Source: an optimization exercise on an open RTL-to-GDS flow (aim: small area and a short achievable clock period). Production flows keep margins and buffers that such runs may drop. At most, simulation tests tie the RTL to the original design; equivalence was not proved. For runs 1 to 5, only the layout was checked, not whether the RTL still works. Power and IR drop assume default switching activity.

$ cat flow/flow/run.sh
#!/bin/bash
set -euo pipefail
bash standard.sh SETUP_SLACK_MARGIN=6.1 "BUFFER_PORTS_ARGS=-buffer_cell sky130_fd_sc_hd__buf_1" finish > flow_make.log 2>&1
$ cat flow/standard.sh
#!/bin/bash
# synth_recipe.tcl (not shown) runs the flow's synth.tcl, then flattens the netlist and writes it again
# the make line also repeats each setting of config.mk as NAME=value (left out here)
make -C /OpenROAD-flow-scripts/flow DESIGN_CONFIG=/design/flow/config.mk WORK_HOME=/design/flow/orfs CLKGATE_MAP_FILE= SYNTH_SCRIPT=/design/flow/synth_recipe.tcl "${@:-finish}"
$ cat flow/config.mk
export PLATFORM = sky130hd
export DESIGN_NAME = cic_decim_mc
export DESIGN_NICKNAME = cic_decim_mc
export VERILOG_FILES = /design/flow/design.v
export SDC_FILE = /design/flow/constraint.sdc
export NUM_CORES = 4
export LEC_CHECK = 0
export CAP_MARGIN = 20
export CORE_MARGIN = 2
export CORE_UTILIZATION = 55
export CTS_BUF_LIST = sky130_fd_sc_hd__clkbuf_16
export CTS_CLUSTER_DIAMETER = 150
export CTS_CLUSTER_SIZE = 25
export SLEW_MARGIN = 20
$ cat flow/constraint.sdc
create_clock -name core_clock -period 11.0 [get_ports {dspclk}]
set_input_delay 2.2000 -clock core_clock [delete_from_list [all_inputs] [get_ports {dspclk}]]
set_output_delay 2.2000 -clock core_clock [all_outputs]
set_load 0.01 [all_outputs]
$ cat flow/design.v
module cic_rca #(
    parameter int W = 8
) (
    input  logic [W-1:0] a,
    input  logic [W-1:0] b,
    input  logic         ci,
    output logic [W-1:0] s,
    output logic         co
);
    logic [W:0] c;
    assign c[0] = ci;
    for (genvar i = 0; i < W; i++) begin : g_bit
        assign s[i]   = a[i] ^ b[i] ^ c[i];
        assign c[i+1] = (a[i] & b[i]) | (a[i] & c[i]) | (b[i] & c[i]);
    end
    assign co = c[W];
endmodule
module cic_int #(
    parameter int SW    = 8,
    parameter int NSEG  = 8,
    parameter int ACC_W = 60
) (
    input  logic                    dspclk,
    input  logic [11:0]             x,
    input  logic [NSEG+2:0]         e,
    input  logic [NSEG-1:0]         dump,
    output logic [NSEG-1:0][SW-1:0] w
);
    logic [3:0]      xd1;
    logic [NSEG-1:2] sdr;
    logic [NSEG-1:0] sd;
    always_ff @(posedge dspclk) begin
        xd1 <= x[11:8];
        sdr <= sd[NSEG-2:1];
    end
    assign sd = {sdr, xd1[3], x[11]};
    logic [NSEG-1:0][3:0] ico;
    for (genvar k = 0; k < NSEG; k++) begin : g_seg
        localparam int LO = SW * k;
        localparam int WK = (ACC_W - LO < SW) ? ACC_W - LO : SW;
        logic [WK-1:0] xs;
        logic [3:0]    ici;
        if (k == 0)      assign xs = x[WK-1:0];
        else if (k == 1) assign xs = {{(WK-4){xd1[3]}}, xd1};
        else             assign xs = {WK{sd[k]}};
        if (k == 0) begin : g_c0
            assign ici = 4'b0000;
        end else begin : g_cn
            logic [3:0] icr;
            always_ff @(posedge dspclk) icr <= ico[k-1];
            assign ici = icr;
        end
        for (genvar i = 0; i < 4; i++) begin : g_int
            logic [WK-1:0] acc, hold, add, sum;
            if (i == 0) begin : g_first
                assign add = xs;
            end else begin : g_next
                assign add = e[i+k] ? g_int[i-1].acc : '0;
            end
            if (i == 3) begin : g_dump
                assign hold = dump[k] ? '0 : acc;
            end else begin : g_keep
                assign hold = acc;
            end
            cic_rca #(.W(WK)) u_add (
                .a(hold), .b(add), .ci(ici[i]), .s(sum), .co(ico[k][i])
            );
            always_ff @(posedge dspclk) acc <= sum;
        end
        if (WK == SW) begin : g_full
            assign w[k] = g_int[3].acc;
        end else begin : g_part
            assign w[k] = {{(SW-WK){1'b0}}, g_int[3].acc};
        end
    end
endmodule
module cic_comb #(
    parameter int SW    = 8,
    parameter int NSEG  = 8,
    parameter int ACC_W = 60
) (
    input  logic                    dspclk,
    input  logic [NSEG-1:0][SW-1:0] w0,
    input  logic [NSEG-1:0][SW-1:0] w1,
    input  logic [NSEG-1:0]         ce0,
    input  logic [NSEG-1:0]         ce1,
    output logic [NSEG-1:0][SW-1:0] vseg
);
    logic [NSEG-1:0][4:0] cco;     
    logic [NSEG-1:0]      wco;     
    for (genvar k = 0; k < NSEG; k++) begin : g_seg
        localparam int LO = SW * k;
        localparam int WK = (ACC_W - LO < SW) ? ACC_W - LO : SW;
        logic [4:0] cci;
        logic       wci;
        if (k == 0) begin : g_c0
            assign cci = 5'b01110;      
            assign wci = 1'b0;
        end else begin : g_cn
            logic [4:0] ccr;
            logic       wcr;
            always_ff @(posedge dspclk) begin
                ccr <= cco[k-1];
                wcr <= wco[k-1];
            end
            assign cci = ccr;
            assign wci = wcr;
        end
        logic [WK-1:0] t1_0, t2_0, pw_0, t1_1, t2_1, pw_1;
        logic [WK-1:0] w, wn, w2, wn2, t1, t2, pw;
        logic [WK-1:0] v, t1n, t2n, p1, g1, p2, g2;
        assign w  = ce1[k] ? w1[k][WK-1:0] : w0[k][WK-1:0];
        assign t1 = ce1[k] ? t1_1 : t1_0;
        assign t2 = ce1[k] ? t2_1 : t2_0;
        assign pw = ce1[k] ? pw_1 : pw_0;
        assign wn  = ~w;
        assign w2  = {w[WK-2:0], wci};
        assign wn2 = ~w2;
        assign wco[k] = w[WK-1];
        assign p1 = t2 ^ wn2 ^ wn;
        assign g1 = (t2 & wn2) | (t2 & wn) | (wn2 & wn);
        assign p2 = w2 ^ w ^ pw;
        assign g2 = (w2 & w) | (w2 & pw) | (w & pw);
        assign cco[k][1] = g1[WK-1];
        assign cco[k][3] = g2[WK-1];
        cic_rca #(.W(WK)) u_v  (.a(w),  .b(t1), .ci(cci[0]), .s(v), .co(cco[k][0]));
        cic_rca #(.W(WK)) u_t1 (
            .a(p1), .b({g1[WK-2:0], cci[1]}), .ci(cci[2]), .s(t1n), .co(cco[k][2])
        );
        cic_rca #(.W(WK)) u_t2 (
            .a(p2), .b({g2[WK-2:0], cci[3]}), .ci(cci[4]), .s(t2n), .co(cco[k][4])
        );
        always_ff @(posedge dspclk) begin
            if (ce0[k]) begin
                t1_0 <= t1n;
                t2_0 <= t2n;
                pw_0 <= wn;
            end
            if (ce1[k]) begin
                t1_1 <= t1n;
                t2_1 <= t2n;
                pw_1 <= wn;
            end
        end
        if (WK == SW) begin : g_full
            assign vseg[k] = v;
        end else begin : g_part
            assign vseg[k] = {{(SW-WK){1'b0}}, v};
        end
    end
endmodule
module cic_out #(
    parameter int SW   = 8,
    parameter int NSEG = 8
) (
    input  logic                    dspclk,
    input  logic [NSEG-1:0][SW-1:0] vseg,
    input  logic [NSEG-1:0]         sh,      
    input  logic                    ld,      
    input  logic                    jodd,    
    input  logic                    jzero,   
    output logic [15:0]             dout
);
    logic [SW-1:0] win_in;
    always_comb begin
        win_in = '0;
        for (int k = 0; k < NSEG; k++)
            win_in = win_in | (vseg[k] & {SW{sh[k]}});
    end
    logic [3*SW-1:0] sr;
    logic [16:0]     win;
    always_ff @(posedge dspclk) begin
        if (|sh) sr <= {win_in, sr[3*SW-1:SW]};
    end
    assign win = jodd ? sr[19:3] : sr[23:7];
    always_ff @(posedge dspclk) begin
        if (ld) dout <= win[16:1] + {15'd0, win[0] & ~jzero};
    end
endmodule
module cic_decim_mc #(
    parameter int CHANNELS     = 2,
    parameter int DIN_W        = 12,
    parameter int DOUT_W       = 16,
    parameter int STAGES       = 4,
    parameter int RATE_W       = 13,
    parameter int MAX_RATE     = 4096,
    parameter int DEFAULT_RATE = 4
) (
    input  logic                       dspclk,
    input  logic                       reset,
    input  logic                       sclr,
    input  logic                       rate_we,
    input  logic [RATE_W-1:0]          rate,
    input  logic                       nd,
    input  logic [CHANNELS*DIN_W-1:0]  din,
    output logic                       rfd,
    output logic                       rdy,
    output logic [CHANNELS*DOUT_W-1:0] dout
);
    localparam int SW   = 8;
    localparam int NSEG = 8;
    logic rst_q, sclr_q, rwe_q, clr_q;
    always_ff @(posedge dspclk) begin
        rst_q  <= reset;
        sclr_q <= sclr;
        rwe_q  <= rate_we;
    end
    assign clr_q = rst_q | sclr_q | rwe_q;
    assign rfd   = ~(reset | sclr | rate_we | clr_q);
    logic                      a_q;
    logic [CHANNELS*DIN_W-1:0] din_q;
    logic [DIN_W-1:0]          din1_q;
    always_ff @(posedge dspclk) begin
        a_q    <= nd & rfd;
        din_q  <= nd ? din : '0;
        din1_q <= din_q[2*DIN_W-1:DIN_W];
    end
    logic [RATE_W-1:0] rate_raw, rate_cl;
    logic [11:0]       rm1, rm1_q;
    logic [3:0]        j;
    logic [NSEG-1:0]   mask, mask_q, k2sel, k2sel_q;
    logic              jodd_q, jzero_q;
    always_ff @(posedge dspclk) begin
        if (reset)        rate_raw <= RATE_W'(DEFAULT_RATE);
        else if (rate_we) rate_raw <= rate;
    end
    always_comb begin
        rate_cl = (rate_raw < RATE_W'(2))        ? RATE_W'(2) :
                  (rate_raw > RATE_W'(MAX_RATE)) ? RATE_W'(MAX_RATE) : rate_raw;
        rm1 = 12'(rate_cl - RATE_W'(1));
        j   = '0;
        for (int b = 1; b < 12; b++)
            if (rm1[b]) j = 4'(b);
        mask  = '0;
        k2sel = '0;
        for (int k = 0; k < NSEG; k++) begin
            if (k <= ((32'(j) * 4 + 15) / SW)) mask[k] = 1'b1;
            if (k == ((32'(j) * 4 + 15) / SW)) k2sel[k] = 1'b1;
        end
    end
    always_ff @(posedge dspclk) begin
        rm1_q   <= rm1;
        mask_q  <= mask;
        k2sel_q <= k2sel;
        jodd_q  <= j[0];
        jzero_q <= (j == 4'd0);
    end
    logic [11:0] ph;
    logic [2:0]  warm;
    logic        last, blk, keep;
    assign last = (ph == rm1_q);
    assign blk  = a_q & last;
    assign keep = blk & warm[2];
    always_ff @(posedge dspclk) begin
        if (clr_q) begin
            ph   <= '0;
            warm <= '0;
        end else begin
            if (a_q) ph <= last ? '0 : ph + 12'd1;
            if (blk && !warm[2]) warm <= warm + 3'd1;
        end
    end
    logic [NSEG+3:0] e;
    logic [NSEG+3:1] e_r;
    logic [NSEG+4:1] bp;
    logic [NSEG+5:1] kp;
    assign e = {e_r, a_q};
    always_ff @(posedge dspclk) begin
        e_r <= e[NSEG+2:0];
        bp  <= {bp[NSEG+3:1], blk};
        kp  <= {kp[NSEG+4:1] & {(NSEG+4){~clr_q}}, keep};
        rdy <= (|(kp[NSEG+5:6] & k2sel_q)) & rfd;
    end
    logic [NSEG-1:0][SW-1:0] w0, w1, vseg;
    logic [NSEG-1:0]         ce0, ce1;
    assign ce0 = bp[NSEG+3:4];
    assign ce1 = bp[NSEG+4:5];
    cic_int #(.SW(SW), .NSEG(NSEG), .ACC_W(60)) u_int0 (
        .dspclk (dspclk),
        .x      (din_q[DIN_W-1:0]),
        .e      (e[NSEG+2:0]),
        .dump   (ce0),
        .w      (w0)
    );
    cic_int #(.SW(SW), .NSEG(NSEG), .ACC_W(60)) u_int1 (
        .dspclk (dspclk),
        .x      (din1_q),
        .e      (e[NSEG+3:1]),
        .dump   (ce1),
        .w      (w1)
    );
    cic_comb #(.SW(SW), .NSEG(NSEG), .ACC_W(60)) u_comb (
        .dspclk (dspclk),
        .w0     (w0),
        .w1     (w1),
        .ce0    (ce0),
        .ce1    (ce1),
        .vseg   (vseg)
    );
    cic_out #(.SW(SW), .NSEG(NSEG)) u_out0 (
        .dspclk (dspclk),
        .vseg   (vseg),
        .sh     (ce0 & mask_q),
        .ld     (|(bp[NSEG+4:5] & k2sel_q)),
        .jodd   (jodd_q),
        .jzero  (jzero_q),
        .dout   (dout[DOUT_W-1:0])
    );
    cic_out #(.SW(SW), .NSEG(NSEG)) u_out1 (
        .dspclk (dspclk),
        .vseg   (vseg),
        .sh     (ce1 & mask_q),
        .ld     (1'b1),
        .jodd   (jodd_q),
        .jzero  (jzero_q),
        .dout   (dout[2*DOUT_W-1:DOUT_W])
    );
endmodule
==> impl_metrics.toml, run 1 <==
[placed_design]
io_buffers = 75
place_congestion = 0.825
placed_cells = 5087
dp_hpwl_um = 68000

[global_route]
globalRouteTotalUtil_pct = 19.2
antenna_found_initial = 1
grt_max_degree = 82
grt_overflow = 0
first_global_vias = 29000
grt_pass1_wl_um = 156000

[yosys]
synth_cell_types = 59
ys_seq_elements = 1167
yosysTopAreaCell = "fa_1"
synth_fp_nets = 4611
syn_avg_cell_area_um2 = 14.2
synth_ff_type = "dfxtp_1"
synth_edf_count = 418
syn_area_um2 = 54000
synth_common_cells = "753 x fa_1, 749 x dfxtp_1, 496 x inv_1, 418 x edfxtp_1, 326 x and2_1"
netlist_top_cells_area = "fa_1 28%, dfxtp_1 28%, edfxtp_1 23%, and2_1 3.8%, inv_1 3.4%"
synth_top_area_share_pct = 27.9
synth_warnings = 4
ys_seq_area_share_pct = 51.0
synth_most_common_cell = "fa_1"
syn_inst = 3796
async_flop_share_pct = 0

[sta]
slew_headroom_pct = 33.6
min_period_ps = 4930
max_freq_mhz = 203
setup_violations = 0
drv_slew = 0
rsz0062_at_grt = "true"
min_period_over_period_pct = 44.8
tns_ps = 0
finalHoldViolCount = 0
skew_ps = 28.8
worst_slew_pin_slew_ps = 995

[worst_setup_path]
crit_start = "sclr"
required_ps = 8800
r2r-start = "bp[6]"
crit_chain = "buf_6 > nor4_4 > buf_2"
crit_path_max_incr_delay_ps = 260
timing.rr.end = "u_comb.g_seg[1].t2_0[7]"
r2r_slack_ps = 6190
slowest_stage = "nor4_4"
cpLargestDelayFamily = "buffers and inverters"
worst_setup_path_end_kind = "primary output"
start_kind = "input port"
path_class = "in2out"
cp.arrival_ps = 2730
ff2ff_path_depth = 13
crit_fanout = 2
critical_path_buf_inv_count = 2

[drt]
first_pass_iters = 7
route.detailed.drc = 0
drt_iter0_markers = 1348
ant_nets = 0
vias_per_cell = 5.02
drt-total-wl_um = 92800
vias = 26200
wl_per_cell_um = 17.8

[clocking]
htreeDepth = 2
clock_path_buffers = 3
clkTransAtPathRegs_ps = 90
numCtsBuffers = 52
cts-root-buf = "clkbuf_16"
cts.sinks = 1167
clk-insertion-delay-late_ps = 690
cts_tree = "done"

[die]
die-area_um2 = 101000
die_h_um = 317
die_x_um = 317
coreArea_um2 = 97000
rows = 114
start_util_pct = 55.7
boundaryPins = 76

[final_layout]
instances_no_fill = 5221
area_growth_pct = 8.43
n_fill_cell = 7552
final_layout_size_suffix_gt1_share_pct = 11.0
finalNetCount = 4727

[pwr]
vdd_drop_max_mv = 0.141
leakagePower_nw = 24.5
p_total_w = 0.0105
power_density_nw_per_um2 = 180

[worst_hold_path]
hold_path_end = "din1_q[9]"
worstHoldStart = "din_q[21]"
hold_path_depth = 0
worstHoldPathType = "reg2reg"

[outcome]
status = "complete, no violations"

[job]
cap_viol_max_count = 0
-- layout by cell type (no fill, tap or decap), types with 7 or more instances in the layout --
| cell | n |
|---|---|
| xnor2_1 | 46 |
| buf_16 | 9 |
| mux2i_1 | 134 |
| nor2_1 | 60 |
| nand4_1 | 19 |
| fa_1 | 655 |
| mux2_2 | 127 |
| edfxtp_1 | 418 |
| or3_1 | 12 |
| nor3_1 | 7 |
| or2_2 | 7 |
| nand3_1 | 36 |
| o22ai_1 | 39 |
| buf_1 | 71 |
| nor2b_1 | 111 |
| and3_1 | 10 |
| nand2b_1 | 20 |
| mux2i_4 | 10 |
| xor2_1 | 37 |
| inv_1 | 519 |
| dfxtp_4 | 7 |
| o21ai_0 | 22 |
| a31oi_1 | 8 |
| buf_4 | 64 |
| clkbuf_16 | 59 |
| a32oi_1 | 7 |
| fa_2 | 98 |
| nand2_1 | 127 |
| dfxtp_1 | 741 |
| and2_1 | 326 |
| ha_1 | 18 |
| a21oi_1 | 10 |
-- worst max-delay path by stage --
stage / end / slack (ps) / cells past startpoint
after floorplan: u_comb.g_seg[6].t2_0[7] / 5960 / 14
after global placement: u_out0.sr[23] / 5260 / 13
after detailed placement: u_out0.sr[23] / 5190 / 14
after CTS: rfd / 6060 / 3
after global routing: rfd / 6000 / 3
final: rfd / 6070 / 3
-- cell families after synthesis --
| kind of cell | count (synthesis) | share of synthesized area [%] |
|---|---|---|
| flip-flops | 1167 | 51.0 |
| adder cells (fa/ha/maj) | 773 | 28.4 |
| AND/OR/NAND/NOR | 757 | 7.88 |
| buffers and inverters | 599 | 4.16 |
| multiplexers | 282 | 5.53 |
| AO/OA/AOI/OAI | 132 | 1.66 |
| XOR/XNOR | 85 | 1.41 |
| other | 1 | 0.00694 |
-- per-layer routing --
layer	routed length [um]	GRT usage, %
met3	2570	2.00
met4	1850	4.56
met5	0	0
met1	44500	28.4
met2	43900	31.0
-- registers in the layout, summed over array words and instances, names as in the netlist, 24 cells and up --
signal,cells
u_int0.g_seg.g_cn.icr,28
u_comb.g_seg.t1_1,60
u_int1.g_seg.g_int.acc,240
u_int0.g_seg.g_int.acc,240
u_comb.g_seg.t2_1,60
u_comb.g_seg.t1_0,60
u_int1.g_seg.g_cn.icr,28
u_comb.g_seg.t2_0,60
u_comb.g_seg.pw_0,60
u_comb.g_seg.g_cn.ccr,35
din_q,24
u_comb.g_seg.pw_1,60
-- metrics by stage --
step | instance area (um^2) | utilization [%] | hold WS [ps] | setup WS (ps)
finish | 58600 | 60.4 | 321 | 6070
global route | 58600 | 60.4 | 322 | 6000
CTS | 58200 | 60.0 | 326 | 6060
detailed placement | 56300 | 58.0 | 312 | 5190
global placement | 56300 | 58.0 | 310 | 5260
floorplan | 54800 | - | 310 | 5960
-- power breakdown --
| part | switching [W] | total (W) | internal, W |
|---|---|---|---|
| clock network | 0.00133 | 0.00222 | 0.000895 |
| logic | 0.00132 | 0.00240 | 0.00108 |
| registers | 0.000468 | 0.00592 | 0.00545 |
| total | 0.00312 | 0.0105 | 0.00742 |
-- worst reg2reg max path: stages, from the launching register on --
cell,delay [ps]
dfxtp_4,400
buf_4,160
mux2i_4,390
inv_4,80
buf_4,160
fa_1,480
fa_2,360
fa_2,340
fa_2,340
fa_2,350
fa_2,340
fa_2,340
fa_2,340
fa_1,460
-- repair_timing --
| action | CTS | global route |
|---|---|---|
| cloned | 1 | 5 |
| gates resized for setup | 36 | 18 |
| hold buffers | 0 | 0 |
| setup buffers | 19 | 22 |
| pin swaps | 1 | 5 |
| endpoints found under the setup margin | 57 | 23 |
-- final cells by class --
| cell class | instances | area (um^2) | share of cell area (%) |
|---|---|---|---|
| clock inverters | 32 | 138 | 0.235 |
| well taps | 1276 | 1600 | 2.73 |
| clock buffers | 54 | 1350 | 2.31 |
| flip-flops and latches | 1167 | 27600 | 47.1 |
| multi-input cells | 2030 | 24700 | 42.1 |
| repair buffers | 164 | 1370 | 2.33 |
| diodes | 1 | 2.50 | 0.00427 |
| inverters | 497 | 1870 | 3.19 |
==> run 2: changes to the inputs <==
==> flow/flow/run.sh (replaced) <==
#!/bin/bash
set -euo pipefail
bash standard.sh SETUP_SLACK_MARGIN=6.1 finish > flow_make.log 2>&1
--- a/flow/config.mk
+++ b/flow/config.mk
@@ -9,3 +9,3 @@
 export CORE_MARGIN = 2
-export CORE_UTILIZATION = 55
+export CORE_UTILIZATION = 40
 export CTS_BUF_LIST = sky130_fd_sc_hd__clkbuf_16
==> impl_metrics.toml, run 2 <==
[yosys]
synth_most_common_cell = "fa_1"
synth_common_cells = "753 x fa_1, 749 x dfxtp_1, 496 x inv_1, 418 x edfxtp_1, 326 x and2_1"
synth_warnings = 4
synth_top_area_share_pct = 27.9
synth_fp_nets = 4611
synth_cell_types = 59
synth_ff_type = "dfxtp_1"
async_flop_share_pct = 0
netlist_top_cells_area = "fa_1 28%, dfxtp_1 28%, edfxtp_1 23%, and2_1 3.8%, inv_1 3.4%"
synth_edf_count = 418
syn_area_um2 = 54000
ys_seq_area_share_pct = 51.0
yosysTopAreaCell = "fa_1"
syn_avg_cell_area_um2 = 14.2
ys_seq_elements = 1167
syn_inst = 3796

[global_route]
grt_pass1_wl_um = 148000
grt_overflow = 0
first_global_vias = 27600
antenna_found_initial = 1
grt_max_degree = 64
globalRouteTotalUtil_pct = 13.4

[sta]
drv_slew = 0
finalHoldViolCount = 0
rsz0062_at_grt = "true"
skew_ps = 26.8
setup_violations = 0
min_period_over_period_pct = 45.1
slew_headroom_pct = 30.4
tns_ps = 0
max_freq_mhz = 202
min_period_ps = 4960
worst_slew_pin_slew_ps = 1040

[final_layout]
finalNetCount = 4732
top_regs = "u_int0.g_seg.g_int.acc (240), u_int1.g_seg.g_int.acc (240)"
final_layout_size_suffix_gt1_share_pct = 11.0
final_common_cell = "dfxtp_1"
n_fill_cell = 12000
antennaDiodeCount = 0
area_growth_pct = 10.2
multi_input_area_um2 = 24700
finalInstanceArea_um2 = 59600
post-route-util_pct = 44.5
final_cell_mix = "741 x dfxtp_1, 659 x fa_1, 518 x inv_1"
ff_latch_area_um2 = 27600

[die]
die_h_um = 372
boundaryPins = 76
rows = 134
die-area_um2 = 138000
start_util_pct = 40.4
coreArea_um2 = 134000
die_x_um = 372

[clocking]
ctsHoldBuffers = 0
clk-insertion-delay-late_ps = 680
clock_path_buffers = 3
numCtsBuffers = 52
clkTransAtPathRegs_ps = 80
htreeDepth = 2
cts-root-buf = "clkbuf_16"
cts_tree = "done"
cts.sinks = 1167

[drt]
drt-total-wl_um = 90200
drt_iter0_markers = 1305
first_pass_iters = 5
ant_nets = 0
wl_per_cell_um = 15.8
vias = 26000
vias_per_cell = 4.55
route.detailed.drc = 0

[pwr]
leakagePower_nw = 24.7
p_total_w = 0.0104
power_density_nw_per_um2 = 175
vdd_drop_max_mv = 0.139

[worst_setup_path]
start_kind = "input port"
path_class = "in2out"
crit_fanout = 3
cp.arrival_ps = 2760
required_ps = 8800
worst_setup_path_end_kind = "primary output"

[placed_design]
io_buffers = 75
dp_hpwl_um = 66200
place_congestion = 0.831
placed_cell_area_um2 = 57300

[job]
cap_viol_max_count = 0

[outcome]
status = "complete, no violations"

[worst_hold_path]
worstHoldPathType = "reg2reg"
## run 2: where the power goes
| group | internal (W) | switching, W |
|---|---|---|
| combinational | 0.00107 | 0.00127 |
| clock | 0.000870 | 0.00133 |
| sequential | 0.00545 | 0.000447 |
## run 2: cells by family after synthesis
kind of cell / share of synthesized area, %
AO/OA/AOI/OAI: 1.66
XOR/XNOR: 1.41
adder cells (fa/ha/maj): 28.4
buffers and inverters: 4.16
flip-flops: 51.0
multiplexers: 5.53
other: 0.00694
AND/OR/NAND/NOR: 7.88
## run 2: path summary, 6_finish.rpt
path                  start  cells past startpoint                      end  slack (ps)
hold / removal    din_q[14]                      0                din1_q[2]         330
setup reg to reg     bp[10]                     11  u_comb.g_seg[5].t1_1[7]        6210
setup / recovery    rate_we                      3                      rfd        6040
hold reg to reg   din_q[14]                      0                din1_q[2]         330
## run 2: stage by stage
step                worst slack (ps)  hold slack [ps]  std cells
finish                          6040              331       5716
floorplan                       5960              310       3796
global placement                4730              310       5576
global route                    6010              338       5716
CTS                             6020              333       5675
detailed placement              4650              312       5576
## run 2: layer usage
layer	global-route usage, %	part of all wire (%)
met5	0	0
met1	19.3	49
met2	21.8	46
met4	3.12	1.9
met3	1.53	3.0
## run 2: layout make-up
type | count | share of cell area (%)
clock buffers | 52 | 2.18
clock inverters | 33 | 0.279
inverters | 497 | 3.13
multi-input cells | 2030 | 41.4
flip-flops and latches | 1167 | 46.3
well taps | 1768 | 3.71
repair buffers | 169 | 2.98
## run 2: critical path, stage by stage
cell,delay [ps]
buf_16,110
nor4_4,280
buf_2,170
## run 2: repair_timing
item                       4_1_cts  5_1_grt
setup endpoints to repair       48       32
setup buffers                   13       38
hold endpoints to repair         0        0
cloned                           1        3
resized for setup               42       13
pin swaps                        1        1
==> run 3: changes to the inputs <==
--- a/flow/design.v
+++ b/flow/design.v
@@ -108,9 +108,6 @@
         end
-        logic [WK-1:0] t1_0, t2_0, pw_0, t1_1, t2_1, pw_1;
-        logic [WK-1:0] w, wn, w2, wn2, t1, t2, pw;
+        logic [WK-1:0] t1, t2, pw, t1_b, t2_b, pw_b;
+        logic [WK-1:0] w, wn, w2, wn2;
         logic [WK-1:0] v, t1n, t2n, p1, g1, p2, g2;
-        assign w  = ce1[k] ? w1[k][WK-1:0] : w0[k][WK-1:0];
-        assign t1 = ce1[k] ? t1_1 : t1_0;
-        assign t2 = ce1[k] ? t2_1 : t2_0;
-        assign pw = ce1[k] ? pw_1 : pw_0;
+        assign w = ce1[k] ? w1[k][WK-1:0] : w0[k][WK-1:0];
         assign wn  = ~w;
@@ -133,11 +130,9 @@
         always_ff @(posedge dspclk) begin
-            if (ce0[k]) begin
-                t1_0 <= t1n;
-                t2_0 <= t2n;
-                pw_0 <= wn;
-            end
-            if (ce1[k]) begin
-                t1_1 <= t1n;
-                t2_1 <= t2n;
-                pw_1 <= wn;
+            if (ce0[k] | ce1[k]) begin
+                t1   <= t1_b;
+                t2   <= t2_b;
+                pw   <= pw_b;
+                t1_b <= t1n;
+                t2_b <= t2n;
+                pw_b <= wn;
             end
==> impl_metrics.toml, run 3 <==
[outcome]
status = "complete, no violations"

[yosys]
ys_seq_elements = 1167
synth_common_cells = "753 x fa_1, 749 x dfxtp_1, 570 x inv_1, 418 x edfxtp_1, 325 x and2_1"
synthAdderAreaFrac_pct = 29.2
synth_fp_nets = 4497
synth_most_common_cell = "fa_1"
syn_inst = 3682
synth_warnings = 4
async_flop_share_pct = 0
netlist_top_cells_area = "fa_1 29%, dfxtp_1 29%, edfxtp_1 24%, inv_1 4.1%, and2_1 3.9%"
synth_compound_area_share_pct = 1.97
synth_xor_area_share_pct = 1.40
synth_top_area_share_pct = 28.7
synth_ff_type = "dfxtp_1"
synth_edf_count = 418
synth-simple-area-share_pct = 8.30
ys_seq_area_share_pct = 52.5
synth_top_family_by_area = "adder cells"
syn_area_um2 = 52500
syn_avg_cell_area_um2 = 14.2
synth_cell_types = 70
synthMuxAreaShare_pct = 1.90
yosysTopAreaCell = "fa_1"

[worst_setup_path]
start_kind = "input port"
cpLargestDelayFamily = "buffers and inverters"
worst_setup_path_end_kind = "primary output"
required_ps = 8800
crit_fanout = 2
slowest_stage = "nor4_4"
cp.arrival_ps = 2740
crit_start = "sclr"
r2r-start = "bp[11]"
crit_chain = "buf_8 > nor4_4 > buf_2"
critical_path_buf_inv_count = 2
path_class = "in2out"
crit_path_max_incr_delay_ps = 260

[clocking]
clkTransAtPathRegs_ps = 100
cts-root-buf = "clkbuf_16"
numCtsBuffers = 52
cts_tree = "done"
ctsHoldBuffers = 0
clk-insertion-delay-late_ps = 690
htreeDepth = 2
cts.sinks = 1167
clock_path_buffers = 3

[pwr]
p_comb_share_pct = 22.0
power_frac_seq_pct = 56.5
power_density_nw_per_um2 = 177
vdd_drop_max_mv = 0.104
p_sw_w = 0.00299
intPower_w = 0.00724
leakagePower_nw = 24.3
p_sw_share_pct = 29.2
clkPwrFrac_pct = 21.5

[sta]
slew_headroom_pct = 38.4
min_period_over_period_pct = 44.9
rsz0062_at_grt = "true"
worst_slew_pin_slew_ps = 898
setup_violations = 0
layout_setup_ws_ps = 6060
min_period_ps = 4940
timing.hold.ws_ps = 320
tns_ps = 0
finalHoldViolCount = 0
max_freq_mhz = 203
skew_ps = 33.8
drv_slew = 0

[drt]
vias_per_cell = 4.46
vias = 24900
drt-total-wl_um = 87600
drt_iter0_markers = 1272
ant_nets = 0
route.detailed.drc = 0
first_pass_iters = 5
wl_per_cell_um = 15.7

[die]
boundaryPins = 76
coreArea_um2 = 130000
die_x_um = 366
rows = 132
die_h_um = 366
die-area_um2 = 134000
start_util_pct = 40.4

[global_route]
first_global_vias = 26700
grt_overflow = 0
grt_pass1_wl_um = 146000
grt_max_degree = 81
antenna_found_initial = 0
globalRouteTotalUtil_pct = 13.6

[final_layout]
final_common_cell = "dfxtp_1"
top_regs = "u_int0.g_seg.g_int.acc (240), u_int1.g_seg.g_int.acc (240)"
area_growth_pct = 10.2
finalInstanceArea_um2 = 57800
instances_no_fill = 5578
final_layout_size_suffix_gt1_share_pct = 7.12
final_cell_mix = "741 x dfxtp_1, 686 x fa_1, 594 x inv_1"
finalNetCount = 4617

[placed_design]
io_buffers = 75
post-place-ws_ps = 4680
dp_hpwl_um = 65200
placed_cell_area_um2 = 55400
placed_cells = 5443
place_congestion = 0.863

[job]
cap_viol_max_count = 0

[worst_hold_path]
worstHoldPathType = "reg2reg"
worstHoldStart = "din_q[13]"
==> run 3: changes by cell type after synthesis, sizes merged, moves of 12 or more <==
cell and change:
clkbuf -32, nand3 -12, mux2 -128, inv +73
mux2i -55, buf +14
==> run 3: cell type report <==
type,instances,area (um^2)
diodes,1,2.50
clock buffers,52,1300
clock inverters,35,174
fillers,11700,72000
inverters,570,2140
multi-input cells,1861,22800
flip-flops and latches,1167,27600
well taps,1742,2180
repair buffers,150,1610
==> run 3: worst register-to-register path: stages, from the launching register on <==
cell	delay (ps)
dfxtp_4	370
buf_12	150
mux2i_4	200
buf_4	140
fa_1	500
fa_1	450
fa_2	360
fa_1	380
fa_1	390
fa_1	390
fa_1	420
fa_1	400
fa_1	430
==> run 3: metal layers <==
metal	track usage [%]	wire, um	up-vias
met4	4.19	3250	0
met5	0	0	-
met3	1.79	2630	125
met1	19.2	41700	12700
met2	22.0	40000	326
li1	-	-	11800
==> run 3: metrics by stage <==
step	util (%)	power [W]
after CTS	44.3	0.0104
after global placement	42.7	0.00793
final	44.5	0.0102
after global routing	44.5	0.0110
after floorplan	-	0.00734
after detailed placement	42.7	0.00809
==> run 3: repair_timing <==
action                                  4_1_cts  5_1_grt
pin swaps                                    10       12
buffers inserted                             27       12
cloned                                        7        0
gates resized for setup                      88       71
endpoints found under the setup margin       38       25
==> run 3: worst paths after layout <==
| kind | to | slack [ps] | cells past startpoint |
|---|---|---|---|
| setup reg to reg | u_comb.g_seg[6].t1_b[7] | 6160 | 12 |
| hold reg to reg | din1_q[1] | 320 | 0 |
| hold / removal | din1_q[1] | 320 | 0 |
| setup / recovery | rfd | 6060 | 3 |
==> run 3: kinds of logic (layout without fill, tap and decap cells) <==
kind of cell,after synthesis,after routing
flip-flops,1167,1167
adder cells (fa/ha/maj),773,773
AND/OR/NAND/NOR,758,758
buffers and inverters,654,807
AO/OA/AOI/OAI,146,146
multiplexers,99,99
XOR/XNOR,84,84
other,1,2
==> run 3: power by group through the flow <==
stage / registers [W] / clock network, W / logic [W]
after global placement: 0.00588 / 0 / 0.00206
after detailed placement: 0.00589 / 0 / 0.00219
after CTS: 0.00580 / 0.00231 / 0.00226
after global routing: 0.00588 / 0.00245 / 0.00270
after floorplan: 0.00575 / 0 / 0.00159
final: 0.00578 / 0.00220 / 0.00225
==> run 4: changes to the inputs <==
==> flow/flow/run.sh (replaced) <==
#!/bin/bash
set -euo pipefail
bash standard.sh SETUP_SLACK_MARGIN=6.25 "BUFFER_PORTS_ARGS=-buffer_cell sky130_fd_sc_hd__buf_1" finish > flow_make.log 2>&1
--- a/flow/config.mk
+++ b/flow/config.mk
@@ -9,3 +9,3 @@
 export CORE_MARGIN = 2
-export CORE_UTILIZATION = 40
+export CORE_UTILIZATION = 65
 export CTS_BUF_LIST = sky130_fd_sc_hd__clkbuf_16
==> impl_metrics.toml, run 4 <==
[die]
start_util_pct = 65.5
boundaryPins = 76
rows = 104
die-area_um2 = 83000
coreArea_um2 = 80200
die_h_um = 288
die_x_um = 288

[placed_design]
io_buffers = 75
dp_hpwl_um = 65800
place_congestion = 0.858
post-place-ws_ps = 5420

[worst_setup_path]
r2r_slack_ps = 6300
crit_chain = "buf_6 > nor4_4 > buf_2"
cp.arrival_ps = 2740
path_class = "in2out"
start_kind = "input port"
endpoint = "rfd"
crit_fanout = 2
crit_cells = 3
crit_path_max_incr_delay_ps = 260
timing.rr.end = "u_out1.sr[23]"
slowest_stage = "nor4_4"
critical_path_buf_inv_count = 2
ff2ff_path_depth = 15
required_ps = 8800
crit_start = "sclr"
worst_setup_path_end_kind = "primary output"
cpLargestDelayFamily = "buffers and inverters"
r2r-start = "bp[7]"

[drt]
route.detailed.drc = 0
vias_per_cell = 5.19
wl_per_cell_um = 18.0
first_pass_iters = 5
drt-total-wl_um = 88200
vias = 25400
drt_iter0_markers = 1263
ant_nets = 0

[yosys]
synth_top_area_share_pct = 28.7
synth_ff_type = "dfxtp_1"
ys_seq_elements = 1167
synth_warnings = 4
synth_edf_count = 418
synth_common_cells = "753 x fa_1, 749 x dfxtp_1, 570 x inv_1, 418 x edfxtp_1, 325 x and2_1"
yosysTopAreaCell = "fa_1"
syn_avg_cell_area_um2 = 14.2
netlist_top_cells_area = "fa_1 29%, dfxtp_1 29%, edfxtp_1 24%, inv_1 4.1%, and2_1 3.9%"
syn_inst = 3682
syn_area_um2 = 52500
synth_fp_nets = 4497
ys_seq_area_share_pct = 52.5
async_flop_share_pct = 0
synth_most_common_cell = "fa_1"
synth_cell_types = 70

[final_layout]
area_growth_pct = 7.61
top_regs = "u_int0.g_seg.g_int.acc (240), u_int1.g_seg.g_int.acc (240)"
final_common_cell = "dfxtp_1"
antennaDiodeCount = 0
post-route-util_pct = 70.4
final_cell_mix = "741 x dfxtp_1, 674 x fa_1, 591 x inv_1"
finalNetCount = 4615
final_layout_size_suffix_gt1_share_pct = 7.44

[sta]
min_period_over_period_pct = 44.9
slew_headroom_pct = 32.9
max_freq_mhz = 203
finalHoldViolCount = 0
drv_slew = 0
skew_ps = 21.6
setup_violations = 0
worst_slew_pin_slew_ps = 978
layout_setup_ws_ps = 6060
tns_ps = 0
min_period_ps = 4940
rsz0062_at_grt = "true"

[pwr]
vdd_drop_max_mv = 0.166
power_density_nw_per_um2 = 184
leakagePower_nw = 24.0

[worst_hold_path]
worstHoldPathType = "reg2reg"
worstHoldStart = "din_q[14]"

[outcome]
status = "complete, no violations"

[clocking]
numCtsBuffers = 52
clock_path_buffers = 3
cts_tree = "done"
ctsHoldBuffers = 0
htreeDepth = 2
cts-root-buf = "clkbuf_16"
clk-insertion-delay-late_ps = 650
cts.sinks = 1167
clkTransAtPathRegs_ps = 90

[global_route]
globalRouteTotalUtil_pct = 22.5
antenna_found_initial = 0
first_global_vias = 27900
grt_max_degree = 81
grt_overflow = 0
grt_pass1_wl_um = 147000

[job]
cap_viol_max_count = 0
==> run 4: layout make-up <==
type                            count  area [um^2]
Clock inverter                     32          164
Timing Repair Buffer              148         1030
Sequential cell                  1167        27600
Inverter                          570         2140
Tap cell                         1060         1330
Clock buffer                       53         1330
Fill cell                        5430        23700
Multi-Input combinational cell   1861        22900
==> run 4: repair_timing <==
item | CTS | global route
hold endpoints to repair | 0 | 0
cloned | 3 | 0
endpoints found under the setup margin | 40 | 27
buffers inserted | 34 | 9
pin swaps | 11 | 23
gates resized for setup | 82 | 51
==> run 4: how the worst min path moves through the flow <==
stage | cells past startpoint | slack (ps) | end
after floorplan | 0 | 310 | bp[2]
after global placement | 0 | 310 | u_int1.xd1[1]
after detailed placement | 0 | 310 | u_int1.xd1[1]
after CTS | 0 | 330 | din1_q[2]
after global routing | 0 | 330 | din1_q[2]
final | 0 | 320 | din1_q[2]
==> run 4: metal layers <==
metal	global-route usage, %	vias to the layer above	routed length [um]
met3	2.13	78	2670
met4	3.76	0	1300
met1	33.6	13200	41200
met2	37.2	362	43000
met5	0	-	0
li1	-	11700	-
==> run 4: cells by family (layout without fill, tap and decap cells) <==
| kind of cell | after synthesis | after routing | synth area share, % |
|---|---|---|---|
| AO/OA/AOI/OAI | 146 | 146 | 1.97 |
| XOR/XNOR | 84 | 84 | 1.40 |
| adder cells (fa/ha/maj) | 773 | 773 | 29.2 |
| buffers and inverters | 654 | 803 | 4.71 |
| flip-flops | 1167 | 1167 | 52.5 |
| multiplexers | 99 | 99 | 1.90 |
| other | 1 | 1 | 0.00715 |
| AND/OR/NAND/NOR | 758 | 758 | 8.30 |
==> run 4: power breakdown <==
group | switching [W] | internal, W | leakage [nW] | total [W]
registers | 0.000483 | 0.00533 | 10.0 | 0.00581
clock network | 0.00130 | 0.000885 | 0.830 | 0.00219
logic | 0.00129 | 0.00109 | 13.1 | 0.00239
==> run 4: metrics by stage <==
| step | power, W | cells | cell area, um^2 | hold slack [ps] |
|---|---|---|---|---|
| 4_1_cts | 0.0105 | 4881 | 56200 | 326 |
| 2_1_floorplan | 0.00735 | 3682 | 52700 | 310 |
| 5_1_grt | 0.0111 | 4891 | 56500 | 332 |
| 3_3_place_gp | 0.00794 | 4759 | 54100 | 312 |
| 6_report | 0.0104 | 4891 | 56500 | 320 |
| 3_5_place_dp | 0.00819 | 4759 | 54100 | 312 |
==> run 5: changes to the inputs <==
==> flow/flow/run.sh (replaced) <==
#!/bin/bash
set -euo pipefail
bash standard.sh SETUP_SLACK_MARGIN=6.1 "BUFFER_PORTS_ARGS=-buffer_cell sky130_fd_sc_hd__buf_1" finish > flow_make.log 2>&1
--- a/flow/config.mk
+++ b/flow/config.mk
@@ -9,3 +9,3 @@
 export CORE_MARGIN = 2
-export CORE_UTILIZATION = 65
+export CORE_UTILIZATION = 55
 export CTS_BUF_LIST = sky130_fd_sc_hd__clkbuf_16
==> impl_metrics.toml, run 5 <==
[sta]
timing.hold.ws_ps = 319
setup_violations = 0
drv_slew = 0
worst_slew_pin_slew_ps = 985
skew_ps = 36.1
max_freq_mhz = 202
rsz0062_at_grt = "true"
min_period_ps = 4940
finalHoldViolCount = 0
min_period_over_period_pct = 44.9
tns_ps = 0
slew_headroom_pct = 34.3

[yosys]
synth_common_cells = "753 x fa_1, 749 x dfxtp_1, 570 x inv_1, 418 x edfxtp_1, 325 x and2_1"
syn_inst = 3682
synth_fp_nets = 4497
syn_avg_cell_area_um2 = 14.2
ys_seq_elements = 1167
synth_cell_types = 70
synth_top_area_share_pct = 28.7
ys_seq_area_share_pct = 52.5
synth_ff_type = "dfxtp_1"
syn_area_um2 = 52500
synth_edf_count = 418
netlist_top_cells_area = "fa_1 29%, dfxtp_1 29%, edfxtp_1 24%, inv_1 4.1%, and2_1 3.9%"
synth_most_common_cell = "fa_1"
async_flop_share_pct = 0
synth_warnings = 4
yosysTopAreaCell = "fa_1"

[drt]
vias_per_cell = 4.92
route.detailed.drc = 0
drt-total-wl_um = 86700
vias = 25000
drt_iter0_markers = 1400
ant_nets = 0
wl_per_cell_um = 17.0
first_pass_iters = 5

[clocking]
cts.sinks = 1167
ctsHoldBuffers = 0
numCtsBuffers = 52
clkTransAtPathRegs_ps = 90
cts_tree = "done"
clk-insertion-delay-late_ps = 690
htreeDepth = 2
clock_path_buffers = 3
cts-root-buf = "clkbuf_16"

[worst_setup_path]
crit_fanout = 2
crit_start = "rate_we"
cpLargestDelayFamily = "buffers and inverters"
slowest_stage = "nor4_4"
crit_chain = "buf_16 > nor4_4 > buf_2"
r2r-start = "bp[7]"
cp.arrival_ps = 2740
crit_path_max_incr_delay_ps = 260
start_kind = "input port"
path_class = "in2out"
worst_setup_path_end_kind = "primary output"
required_ps = 8800
critical_path_buf_inv_count = 2

[placed_design]
dp_hpwl_um = 64900
io_buffers = 75
placed_cell_area_um2 = 54300
place_congestion = 0.832

[die]
die_h_um = 313
die-area_um2 = 97900
rows = 113
start_util_pct = 55.4
boundaryPins = 76
die_x_um = 313
coreArea_um2 = 94700

[worst_hold_path]
worstHoldStart = "din1_q[8]"
worstHoldPathType = "reg2reg"

[global_route]
antenna_found_initial = 0
grt_max_degree = 81
grt_overflow = 0
globalRouteTotalUtil_pct = 19.0
grt_pass1_wl_um = 148000
first_global_vias = 28000

[job]
cap_viol_max_count = 0

[final_layout]
final_layout_size_suffix_gt1_share_pct = 6.20
finalInstanceArea_um2 = 56500
final_common_cell = "dfxtp_1"
top_regs = "u_int0.g_seg.g_int.acc (240), u_int1.g_seg.g_int.acc (240)"
finalNetCount = 4606
final_cell_mix = "741 x dfxtp_1, 709 x fa_1, 592 x inv_1"
area_growth_pct = 7.77

[pwr]
vdd_drop_max_mv = 0.130
power_density_nw_per_um2 = 182
leakagePower_nw = 24.0

[outcome]
status = "complete, no violations"
## run 5: routing by layer
layer  global-route usage [%]  routed length, um
met3                     2.21               2700
met2                     30.1              40400
met4                     4.61               1870
met5                        0                  0
met1                     28.3              41800
## run 5: logic make-up (layout without fill, tap and decap cells)
logic type,count (synthesis),after routing,synth area share [%]
buffers and inverters,654,794,4.71
XOR/XNOR,84,84,1.40
other,1,2,0.00715
AO/OA/AOI/OAI,146,146,1.97
adder cells (fa/ha/maj),773,773,29.2
multiplexers,99,99,1.90
flip-flops,1167,1167,52.5
AND/OR/NAND/NOR,758,758,8.30
## run 5: repair_timing
| item | CTS | global route |
|---|---|---|
| pin swaps | 4 | 11 |
| buffers inserted | 19 | 10 |
| gates resized for setup | 67 | 50 |
| setup endpoints to repair | 33 | 26 |
| hold endpoints to repair | 0 | 0 |
| cloned | 5 | 0 |
## run 5: worst reg2reg max path: stages (launching register included)
cell and delay, ps:
dfxtp_4 380, buf_12 140, mux2i_4 180, buf_4 150, inv_4 90, fa_1 170, inv_1 50, fa_1 420
fa_2 380, fa_1 420, fa_2 390, fa_2 380, fa_2 370, fa_1 580, o22ai_1 100, a311oi_1 300
o211ai_1 150
## run 5: power breakdown
part           switching (W)  total (W)  internal [W]
Sequential          0.000469    0.00580       0.00533
Clock                0.00133    0.00220      0.000870
Combinational        0.00125    0.00229       0.00104
Total                0.00305     0.0103       0.00723
## run 5: layout make-up
cell class,instances,area (um^2)
fill,7499,38200
sequential,1167,27600
multi-input combinational,1861,22800
inverter,570,2140
tap,1265,1580
clock buffer,52,1300
timing repair buffer,139,997
clock inverter,33,166
antenna,1,2.50
## run 5: per-stage QoR
step                cells  util, %  power [W]  worst slack [ps]
floorplan            3682        -    0.00734              6070
global placement     4968     57.3    0.00796              5510
detailed placement   4968     57.3    0.00815              5390
CTS                  5077     59.4     0.0104              6060
global route         5087     59.7     0.0111              6020
finish               5088     59.7     0.0103              6060
## run 5: path summary, 6_finish.rpt
kind                        end  slack [ps]  cells after the start
setup / recovery            rfd        6060                      3
hold / removal    u_int1.xd1[0]         320                      0
setup reg to reg  u_out1.sr[23]        6100                     16
hold reg to reg   u_int1.xd1[0]         320                      0
==> run 6: changes to the inputs <==
--- a/flow/design.v
+++ b/flow/design.v
@@ -88,3 +88,3 @@
 );
-    logic [NSEG-1:0][4:0] cco;     
+    logic [NSEG-1:0][3:0] cco;     
     logic [NSEG-1:0]      wco;     
@@ -93,9 +93,9 @@
         localparam int WK = (ACC_W - LO < SW) ? ACC_W - LO : SW;
-        logic [4:0] cci;
+        logic [3:0] cci;
         logic       wci;
         if (k == 0) begin : g_c0
-            assign cci = 5'b01110;      
+            assign cci = 4'b1100;       
             assign wci = 1'b0;
         end else begin : g_cn
-            logic [4:0] ccr;
+            logic [3:0] ccr;
             logic       wcr;
@@ -109,22 +109,11 @@
         logic [WK-1:0] t1, t2, pw, t1_b, t2_b, pw_b;
-        logic [WK-1:0] w, wn, w2, wn2;
-        logic [WK-1:0] v, t1n, t2n, p1, g1, p2, g2;
-        assign w = ce1[k] ? w1[k][WK-1:0] : w0[k][WK-1:0];
-        assign wn  = ~w;
-        assign w2  = {w[WK-2:0], wci};
-        assign wn2 = ~w2;
+        logic [WK-1:0] w, w2, m;
+        logic [WK-1:0] v, t1n, t2n;
+        assign w  = ce1[k] ? w1[k][WK-1:0] : w0[k][WK-1:0];
+        assign w2 = {w[WK-2:0], wci};
         assign wco[k] = w[WK-1];
-        assign p1 = t2 ^ wn2 ^ wn;
-        assign g1 = (t2 & wn2) | (t2 & wn) | (wn2 & wn);
-        assign p2 = w2 ^ w ^ pw;
-        assign g2 = (w2 & w) | (w2 & pw) | (w & pw);
-        assign cco[k][1] = g1[WK-1];
-        assign cco[k][3] = g2[WK-1];
-        cic_rca #(.W(WK)) u_v  (.a(w),  .b(t1), .ci(cci[0]), .s(v), .co(cco[k][0]));
-        cic_rca #(.W(WK)) u_t1 (
-            .a(p1), .b({g1[WK-2:0], cci[1]}), .ci(cci[2]), .s(t1n), .co(cco[k][2])
-        );
-        cic_rca #(.W(WK)) u_t2 (
-            .a(p2), .b({g2[WK-2:0], cci[3]}), .ci(cci[4]), .s(t2n), .co(cco[k][4])
-        );
+        cic_rca #(.W(WK)) u_m  (.a(w),  .b(w2), .ci(cci[1]), .s(m),   .co(cco[k][1]));
+        cic_rca #(.W(WK)) u_v  (.a(w),  .b(t1), .ci(cci[0]), .s(v),   .co(cco[k][0]));
+        cic_rca #(.W(WK)) u_t1 (.a(t2), .b(~m), .ci(cci[2]), .s(t1n), .co(cco[k][2]));
+        cic_rca #(.W(WK)) u_t2 (.a(m),  .b(pw), .ci(cci[3]), .s(t2n), .co(cco[k][3]));
         always_ff @(posedge dspclk) begin
@@ -136,3 +125,3 @@
                 t2_b <= t2n;
-                pw_b <= wn;
+                pw_b <= ~w;
             end
--- a/flow/config.mk
+++ b/flow/config.mk
@@ -12,3 +12,3 @@
 export CTS_CLUSTER_DIAMETER = 150
-export CTS_CLUSTER_SIZE = 25
+export CTS_CLUSTER_SIZE = 22
 export SLEW_MARGIN = 20
==> impl_metrics.toml, run 6 <==
[clocking]
clock_path_buffers = 3
clk-insertion-delay-late_ps = 690
ctsHoldBuffers = 0
cts.sinks = 1160
cts_tree = "done"
htreeDepth = 2
clkTransAtPathRegs_ps = 90
numCtsBuffers = 58
cts-root-buf = "clkbuf_16"

[drt]
vias_per_cell = 4.88
drt-total-wl_um = 85800
ant_nets = 0
drt_iter0_markers = 1596
route.detailed.drc = 0
first_pass_iters = 7
wl_per_cell_um = 16.8
vias = 24900

[worst_setup_path]
worst_setup_path_end_kind = "primary output"
required_ps = 8800
crit_fanout = 3
path_class = "in2out"
start_kind = "input port"
cp.arrival_ps = 2750

[yosys]
ys_seq_elements = 1160
synth_top_area_share_pct = 28.8
syn_avg_cell_area_um2 = 13.8
ys_seq_area_share_pct = 53.2
async_flop_share_pct = 0
synth_most_common_cell = "dfxtp_1"
syn_area_um2 = 51500
synth_cell_types = 68
synth_ff_type = "dfxtp_1"
synth_warnings = 4
synth_fp_nets = 4490
synth_common_cells = "742 x dfxtp_1, 693 x fa_1, 678 x inv_1, 418 x edfxtp_1, 322 x and2_1"
netlist_top_cells_area = "dfxtp_1 29%, fa_1 27%, edfxtp_1 24%, inv_1 4.9%, and2_1 3.9%"
synth_edf_count = 418
syn_inst = 3732
yosysTopAreaCell = "dfxtp_1"

[sta]
skew_ps = 23.2
finalHoldViolCount = 0
tns_ps = 0
min_period_ps = 4950
max_freq_mhz = 202
slew_headroom_pct = 30.6
drv_slew = 0
rsz0062_at_grt = "true"
setup_violations = 0
min_period_over_period_pct = 45.0
worst_slew_pin_slew_ps = 1040

[pwr]
power_density_nw_per_um2 = 189
leakagePower_nw = 23.7
vdd_drop_max_mv = 0.129

[final_layout]
instances_no_fill = 5114
final_common_cell = "dfxtp_1"
final_layout_size_suffix_gt1_share_pct = 6.92
ff_latch_area_um2 = 27400
finalInstanceArea_um2 = 55600
area_growth_pct = 7.83
top_regs = "u_int0.g_seg.g_int.acc (240), u_int1.g_seg.g_int.acc (240)"
multi_input_area_um2 = 21700
final_cell_mix = "734 x dfxtp_1, 700 x inv_1, 594 x fa_1"
n_fill_cell = 7484
finalNetCount = 4582

[die]
coreArea_um2 = 93000
rows = 112
start_util_pct = 55.4
die_h_um = 310
boundaryPins = 76
die-area_um2 = 96200
die_x_um = 310

[global_route]
grt_overflow = 0
globalRouteTotalUtil_pct = 19.1
grt_max_degree = 81
grt_pass1_wl_um = 145000
antenna_found_initial = 1
first_global_vias = 27400

[job]
cap_viol_max_count = 0

[placed_design]
placed_cells = 4995
io_buffers = 75
place_congestion = 0.866
dp_hpwl_um = 63900
placed_cell_area_um2 = 53400

[worst_hold_path]
worstHoldPathType = "reg2reg"

[outcome]
status = "complete, no violations"
==> run 6: timing repair <==
| action | 4_1_cts | 5_1_grt |
|---|---|---|
| pin swaps | 9 | 21 |
| cloned | 1 | 1 |
| resized for setup | 63 | 55 |
| setup buffers | 19 | 1 |
| setup endpoints to repair | 37 | 18 |
==> run 6: critical path: stages <==
cell	delay, ps
buf_8	100
nor4_4	270
buf_2	180
==> run 6: layout make-up <==
class,instances,area share (%)
Clock inverter,37,0.299
Multi-Input combinational cell,1813,39.0
Timing Repair Buffer,112,1.27
Sequential cell,1160,49.4
Tap cell,1254,2.82
Clock buffer,58,2.61
Inverter,679,4.59
Antenna cell,1,0.00450
==> run 6: kinds of logic (layout without fill, tap and decap cells) <==
family | count (synthesis) | count (layout) | synth area share (%)
AO/OA/AOI/OAI | 145 | 145 | 1.86
flip-flops | 1160 | 1160 | 53.2
XOR/XNOR | 82 | 82 | 1.39
adder cells (fa/ha/maj) | 716 | 716 | 27.5
AND/OR/NAND/NOR | 765 | 765 | 8.50
multiplexers | 104 | 104 | 2.03
other | 1 | 2 | 0.00728
buffers and inverters | 759 | 886 | 5.55
==> run 6: final timing paths <==
kind / startpoint / end / slack, ps / cells after the start
setup / recovery: sclr / rfd / 6050 / 3
hold reg to reg: din1_q[10] / u_int1.xd1[2] / 320 / 0
setup reg to reg: bp[8] / u_out1.sr[23] / 6220 / 13
hold / removal: din1_q[10] / u_int1.xd1[2] / 320 / 0
==> run 6: through the flow <==
step           util (%)  hold WS, ps  setup slack, ps  total power, W
2_1_floorplan         -          310             6030         0.00747
3_3_place_gp       57.4          311             5430         0.00812
6_report           59.7          319             6050          0.0105
3_5_place_dp       57.4          312             5310         0.00828
4_1_cts            59.5          320             6030          0.0107
5_1_grt            59.7          327             6000          0.0113
==> run 6: where the power goes <==
group | leakage [nW] | total [W] | switching [W] | internal (W)
combinational | 12.8 | 0.00241 | 0.00133 | 0.00108
clock | 0.911 | 0.00230 | 0.00134 | 0.000960
sequential | 9.96 | 0.00580 | 0.000482 | 0.00531
==> run 6: per-layer routing <==
layer	GRT usage (%)	vias up	part of all wire, %
met4	5.36	0	2.5
li1	-	11700	-
met1	28.5	12700	48
met5	0	-	0
met3	2.17	122	3.4
met2	29.9	369	46
==> run 7: changes to the inputs <==
==> flow/flow/run.sh (replaced) <==
#!/bin/bash
set -euo pipefail
NETLIST="$PWD/orfs/results/sky130hd/cic_decim_mc/base/1_2_yosys.v"
bash standard.sh "$NETLIST" > flow_synth.log 2>&1
cp "$NETLIST" "$PWD/orfs/results/sky130hd/cic_decim_mc/base/1_2_yosys_standard.v"
python3 flow/polarity.py "$NETLIST" > flow_polarity.log 2>&1
bash standard.sh SETUP_SLACK_MARGIN=6.1 "BUFFER_PORTS_ARGS=-buffer_cell sky130_fd_sc_hd__buf_1" finish > flow_make.log 2>&1
==> flow/flow/polarity.py (new file) <==
#!/usr/bin/env python3
"""Remove inverters around full-adder cells in a flat Yosys netlist.

A full adder is self-dual: FA(~a, ~b, ~c) gives ~sum and ~carry. Synthesis
often leaves a full adder with inverted inputs and inverted outputs. This
script flips such adders (inputs and outputs complemented) whenever that
leaves fewer inverter cells, and repeats until no flip helps. Only
combinational cells change: every flip-flop, port and the logic function of
the netlist stay the same.

usage: polarity.py NETLIST.v  (rewrites the file in place)
"""
import re
import sys

INV = "sky130_fd_sc_hd__inv_1"
FA_RE = re.compile(r"sky130_fd_sc_hd__fa_\d+$")
INV_RE = re.compile(r"sky130_fd_sc_hd__(inv|clkinv)_\d+$")
OUT_PINS = {"X", "Y", "Q", "Q_N", "SUM", "COUT", "HI", "LO"}


def main(path):
    text = open(path).read()
    m = re.search(r"^\s*sky130_fd_sc_hd__\w+\s+\S+\s*\(", text, re.M)
    end = text.rindex("endmodule")
    head, body = text[: m.start()], text[m.start():end]

    # Ports and their nets (a port net keeps its name and value).
    ports = set()
    for d, rng, names in re.findall(r"^\s*(input|output)\s*(\[[^\]]*\])?\s*([^;]*);", head, re.M):
        for n in names.split(","):
            n = n.strip()
            if rng:
                hi, lo = [int(x) for x in rng[1:-1].split(":")]
                for i in range(min(hi, lo), max(hi, lo) + 1):
                    ports.add(f"{n}[{i}]")
            ports.add(n)

    cells = {}  # name -> [type, {pin: net}, order]
    order = []
    for typ, name, pins in re.findall(r"(sky130_fd_sc_hd__\w+)\s+(\S+)\s*\((.*?)\);", body, re.S):
        conns = {}
        for p, n in re.findall(r"\.(\w+)\(\s*(.*?)\s*\)\s*(?:,|$)", pins, re.S):
            conns[p] = n.strip()
        cells[name] = [typ, conns]
        order.append(name)

    driver = {}
    loads = {}

    def add_pin(c, p, n):
        if p in OUT_PINS:
            driver[n] = (c, p)
        else:
            loads.setdefault(n, set()).add((c, p))

    def del_pin(c, p, n):
        if p in OUT_PINS:
            if driver.get(n) == (c, p):
                del driver[n]
        else:
            loads.get(n, set()).discard((c, p))

    for c in order:
        for p, n in cells[c][1].items():
            add_pin(c, p, n)

    counter = [0]

    def new_net():
        counter[0] += 1
        return f"_pol{counter[0]}_"

    def is_inv(c):
        return c in cells and INV_RE.match(cells[c][0])

    def inv_driving(n):
        """The inverter cell driving net n, if any."""
        d = driver.get(n)
        if d and is_inv(d[0]):
            return d[0]
        return None

    def inv_of(n):
        """An inverter whose input is n and whose output is not a port."""
        for c, p in loads.get(n, ()):
            if is_inv(c) and cells[c][1]["Y"] not in ports:
                return c
        return None

    def connect(c, p, n):
        old = cells[c][1][p]
        del_pin(c, p, old)
        cells[c][1][p] = n
        add_pin(c, p, n)

    def add_inv(a, y):
        counter[0] += 1
        name = f"_polinv{counter[0]}_"
        cells[name] = [INV, {"A": a, "Y": y}]
        order.append(name)
        add_pin(name, "A", a)
        add_pin(name, "Y", y)
        return name

    def remove_cell(c):
        for p, n in cells[c][1].items():
            del_pin(c, p, n)
        del cells[c]

    def gain(fa):
        conns = cells[fa][1]
        g = 0
        seen_inv = {}
        for p in ("A", "B", "CIN"):
            n = conns[p]
            i = inv_driving(n)
            if i is not None:
                # The inverter goes if this adder is its only load (count pins).
                seen_inv[i] = seen_inv.get(i, 0) + 1
            elif inv_of(n) is None:
                g -= 1
        for i, k in seen_inv.items():
            out = cells[i][1]["Y"]
            if out not in ports and len(loads.get(out, ())) == k:
                g += 1
        for p in ("SUM", "COUT"):
            o = conns[p]
            ls = loads.get(o, set())
            keep = o in ports
            for c, q in ls:
                if is_inv(c) and cells[c][1]["Y"] not in ports:
                    g += 1
                else:
                    keep = True
            if keep:
                g -= 1
        return g

    def flip(fa):
        conns = cells[fa][1]
        for p in ("A", "B", "CIN"):
            n = conns[p]
            i = inv_driving(n)
            if i is not None:
                connect(fa, p, cells[i][1]["A"])
                if not loads.get(n) and n not in ports:
                    remove_cell(i)
            else:
                j = inv_of(n)
                if j is None:
                    y = new_net()
                    add_inv(n, y)
                    connect(fa, p, y)
                else:
                    connect(fa, p, cells[j][1]["Y"])
        for p in ("SUM", "COUT"):
            o = conns[p]
            o2 = new_net()
            connect(fa, p, o2)
            for c, q in list(loads.get(o, set())):
                if is_inv(c) and cells[c][1]["Y"] not in ports:
                    y = cells[c][1]["Y"]
                    for c2, q2 in list(loads.get(y, set())):
                        connect(c2, q2, o2)
                    remove_cell(c)
            if loads.get(o) or o in ports:
                add_inv(o2, o)

    def count_inv():
        return sum(1 for c in cells if is_inv(c))

    before = count_inv()
    changed = True
    rounds = 0
    while changed and rounds < 20:
        changed = False
        rounds += 1
        for fa in [c for c in order if c in cells and FA_RE.match(cells[c][0])]:
            if fa in cells and gain(fa) > 0:
                flip(fa)
                changed = True
    after = count_inv()

    # Every net must have exactly one driver or be a port input.
    used = set()
    for c in cells:
        used.update(cells[c][1].values())
    for n in used:
        if n not in driver and n not in ports and n not in ("1'b0", "1'b1"):
            raise SystemExit(f"polarity.py: net {n} has no driver")

    declared = set()
    for rng, n in re.findall(r"^\s*wire\s+(\[[^\]]*\])?\s*(\S+?)\s*;", head, re.M):
        declared.add(n)
        if rng:
            hi, lo = [int(x) for x in rng[1:-1].split(":")]
            for i in range(min(hi, lo), max(hi, lo) + 1):
                declared.add(f"{n}[{i}]")
    extra = sorted(n for n in used if n not in declared and n not in ports and not n.startswith("1'"))
    out = [head]
    # Wire declarations go just before the cells.
    for n in extra:
        out.append(f"  wire {n}{' ' if n.startswith(chr(92)) else ''};\n")
    for c in order:
        if c not in cells:
            continue
        typ, conns = cells[c]
        pins = ",\n".join(f"    .{p}({n}{' ' if n.startswith(chr(92)) else ''})" for p, n in conns.items())
        out.append(f"  {typ} {c} (\n{pins}\n  );\n")
    out.append(text[end:])
    open(path, "w").write("".join(out))
    print(f"polarity.py: inverters {before} -> {after} in {rounds} rounds")


if __name__ == "__main__":
    main(sys.argv[1])
==> impl_metrics.toml, run 7 <==
[final_layout]
final_common_cell = "dfxtp_1"
area_growth_pct = 7.83
finalInstanceArea_um2 = 53900
final_cell_mix = "733 x dfxtp_1, 599 x fa_1, 418 x edfxtp_1"
final_layout_size_suffix_gt1_share_pct = 7.50
finalNetCount = 4164
top_regs = "u_int0.g_seg.g_int.acc (240), u_int1.g_seg.g_int.acc (240)"
antennaDiodeCount = 0

[pwr]
intPower_w = 0.00633
vdd_drop_max_mv = 0.143
p_comb_share_pct = 9.7
power_frac_seq_pct = 63.2
clkPwrFrac_pct = 27.1
p_sw_w = 0.00213
power_density_nw_per_um2 = 157
p_sw_share_pct = 25.1
leakagePower_nw = 22.7

[worst_setup_path]
crit_fanout = 3
timing.rr.end = "u_out0.sr[23]"
cp.arrival_ps = 2740
r2r_slack_ps = 6170
crit_path_max_incr_delay_ps = 260
worst_setup_path_end_kind = "primary output"
path_class = "in2out"
crit_chain = "buf_6 > nor4_4 > buf_2"
start_kind = "input port"
slowest_stage = "nor4_4"
required_ps = 8800
ff2ff_path_depth = 15
r2r-start = "bp[7]"

[die]
boundaryPins = 76
die_x_um = 305
coreArea_um2 = 90000
start_util_pct = 55.5
die_h_um = 305
rows = 110
die-area_um2 = 93300

[worst_hold_path]
worstHoldStart = "din_q[22]"
hold_path_depth = 0
hold_path_end = "din1_q[10]"
worstHoldPathType = "reg2reg"

[sta]
setup_violations = 0
skew_ps = 19.5
tns_ps = 0
min_period_over_period_pct = 44.9
finalHoldViolCount = 0
min_period_ps = 4940
slew_headroom_pct = 29.0
rsz0062_at_grt = "true"
worst_slew_pin_slew_ps = 1040
drv_slew = 0
max_freq_mhz = 202

[yosys]
syn_inst = 3314
syn_avg_cell_area_um2 = 15.1
syn_area_um2 = 50000
synth_fp_nets = 4072
synth_warnings = 4

[global_route]
antenna_found_initial = 0
globalRouteTotalUtil_pct = 19.1
grt_max_degree = 81
first_global_vias = 25800
grt_pass1_wl_um = 141000
grt_overflow = 0

[clocking]
cts_tree = "done"
ctsHoldBuffers = 0
cts.sinks = 1160
clkTransAtPathRegs_ps = 80
numCtsBuffers = 58
htreeDepth = 2
clock_path_buffers = 3
clk-insertion-delay-late_ps = 690
cts-root-buf = "clkbuf_16"

[drt]
vias_per_cell = 5.08
drt_iter0_markers = 1442
drt-total-wl_um = 83600
ant_nets = 0
wl_per_cell_um = 18.1
first_pass_iters = 5
route.detailed.drc = 0
vias = 23400

[placed_design]
io_buffers = 75
dp_hpwl_um = 62200
place_congestion = 0.845
placed_cell_area_um2 = 51800

[job]
cap_viol_max_count = 0

[outcome]
status = "complete, no violations"
-- run 7: worst max-delay path: cells and delay by family --
| kind | cells | cell delay (ps) |
|---|---|---|
| buffers and inverters | 2 | 280 |
| AND/OR/NAND/NOR | 1 | 260 |
-- run 7: worst max path at each step --
stage,from,depth (start not counted),end,slack (ps)
after CTS,sclr,3,rfd,6040
after global routing,bp[5],13,u_out1.sr[23],6010
after detailed placement,rate_we,3,rfd,5450
after floorplan,bp[10],13,u_comb.g_seg[5].t1_b[7],6080
after global placement,rate_we,3,rfd,5530
final,sclr,3,rfd,6060
-- run 7: final cells by class --
cell class / count / area, um^2
Timing Repair Buffer: 112 / 723
Inverter: 261 / 980
Tap cell: 1176 / 1470
Clock inverter: 35 / 159
Multi-Input combinational cell: 1813 / 21700
Fill cell: 7099 / 36100
Clock buffer: 58 / 1450
Sequential cell: 1160 / 27400
-- run 7: repair_timing --
item / 4_1_cts / 5_1_grt
cloned: 2 / 0
resized for setup: 58 / 42
pin swaps: 10 / 20
buffers inserted: 15 / 2
endpoints found under the setup margin: 32 / 17
-- run 7: per-stage QoR --
step	util, %	power (W)	setup WS (ps)	hold WS (ps)	cells
after floorplan	-	0.00595	6080	310	3314
after global placement	57.5	0.00622	5530	310	4503
after detailed placement	57.5	0.00631	5450	312	4503
after CTS	59.7	0.00861	6040	333	4613
after global routing	59.9	0.00900	6010	335	4615
final	59.9	0.00846	6060	330	4615
-- run 7: layer usage --
layer	global-route usage, %	wire length, um	vias up
met5	0	0	-
met4	5.03	2010	0
met3	2.43	2980	109
met2	29.1	37500	392
met1	29.3	41000	12000
li1	-	-	10900
-- run 7: power by group through the flow --
stage | Clock (W) | Combinational [W] | Sequential (W)
finish | 0.00229 | 0.000819 | 0.00535
floorplan | 0 | 0.000595 | 0.00535
detailed placement | 0 | 0.000839 | 0.00547
global route | 0.00255 | 0.00102 | 0.00543
CTS | 0.00239 | 0.000853 | 0.00537
global placement | 0 | 0.000769 | 0.00545

## re-timing with driven ports
The results above use ideal ports. As a check the final layouts listed here were re-extracted and re-timed, cells and wires unchanged.
Step 1 assumes that a clkbuf_16 drives the clock port and a buf_2 every other input.
Step 2 moves the port delays by t, midway between the first and last clock arrival at a register: inputs arrive t later, outputs are due t later. That takes back most of the time a late clock gives input paths.
Slacks: no drivers / after step 1 / after step 2; pairs: no drivers / after step 1.
run | t, ns | setup WS [ns] | worst register clock-pin slew, ns
run 1 | 0.752 | 6.073 / 6.023 / 6.023 | 0.11 / 0.11
run 2 | 0.738 | 6.040 / 5.979 / 5.979 | 0.10 / 0.10
run 3 | 0.736 | 6.063 / 6.024 / 6.024 | 0.11 / 0.11
run 4 | 0.710 | 6.064 / 6.027 / 6.027 | 0.11 / 0.11
run 5 | 0.746 | 6.057 / 5.989 / 5.989 | 0.12 / 0.12
run 6 | 0.748 | 6.054 / 6.013 / 6.013 | 0.10 / 0.10
run 7 | 0.746 | 6.061 / 6.026 / 6.026 | 0.10 / 0.10
After both steps every run listed still meets setup and hold. The setup slack of run 5, which loses most, moves by -0.068 ns with the drivers and by -0.068 ns with both steps.
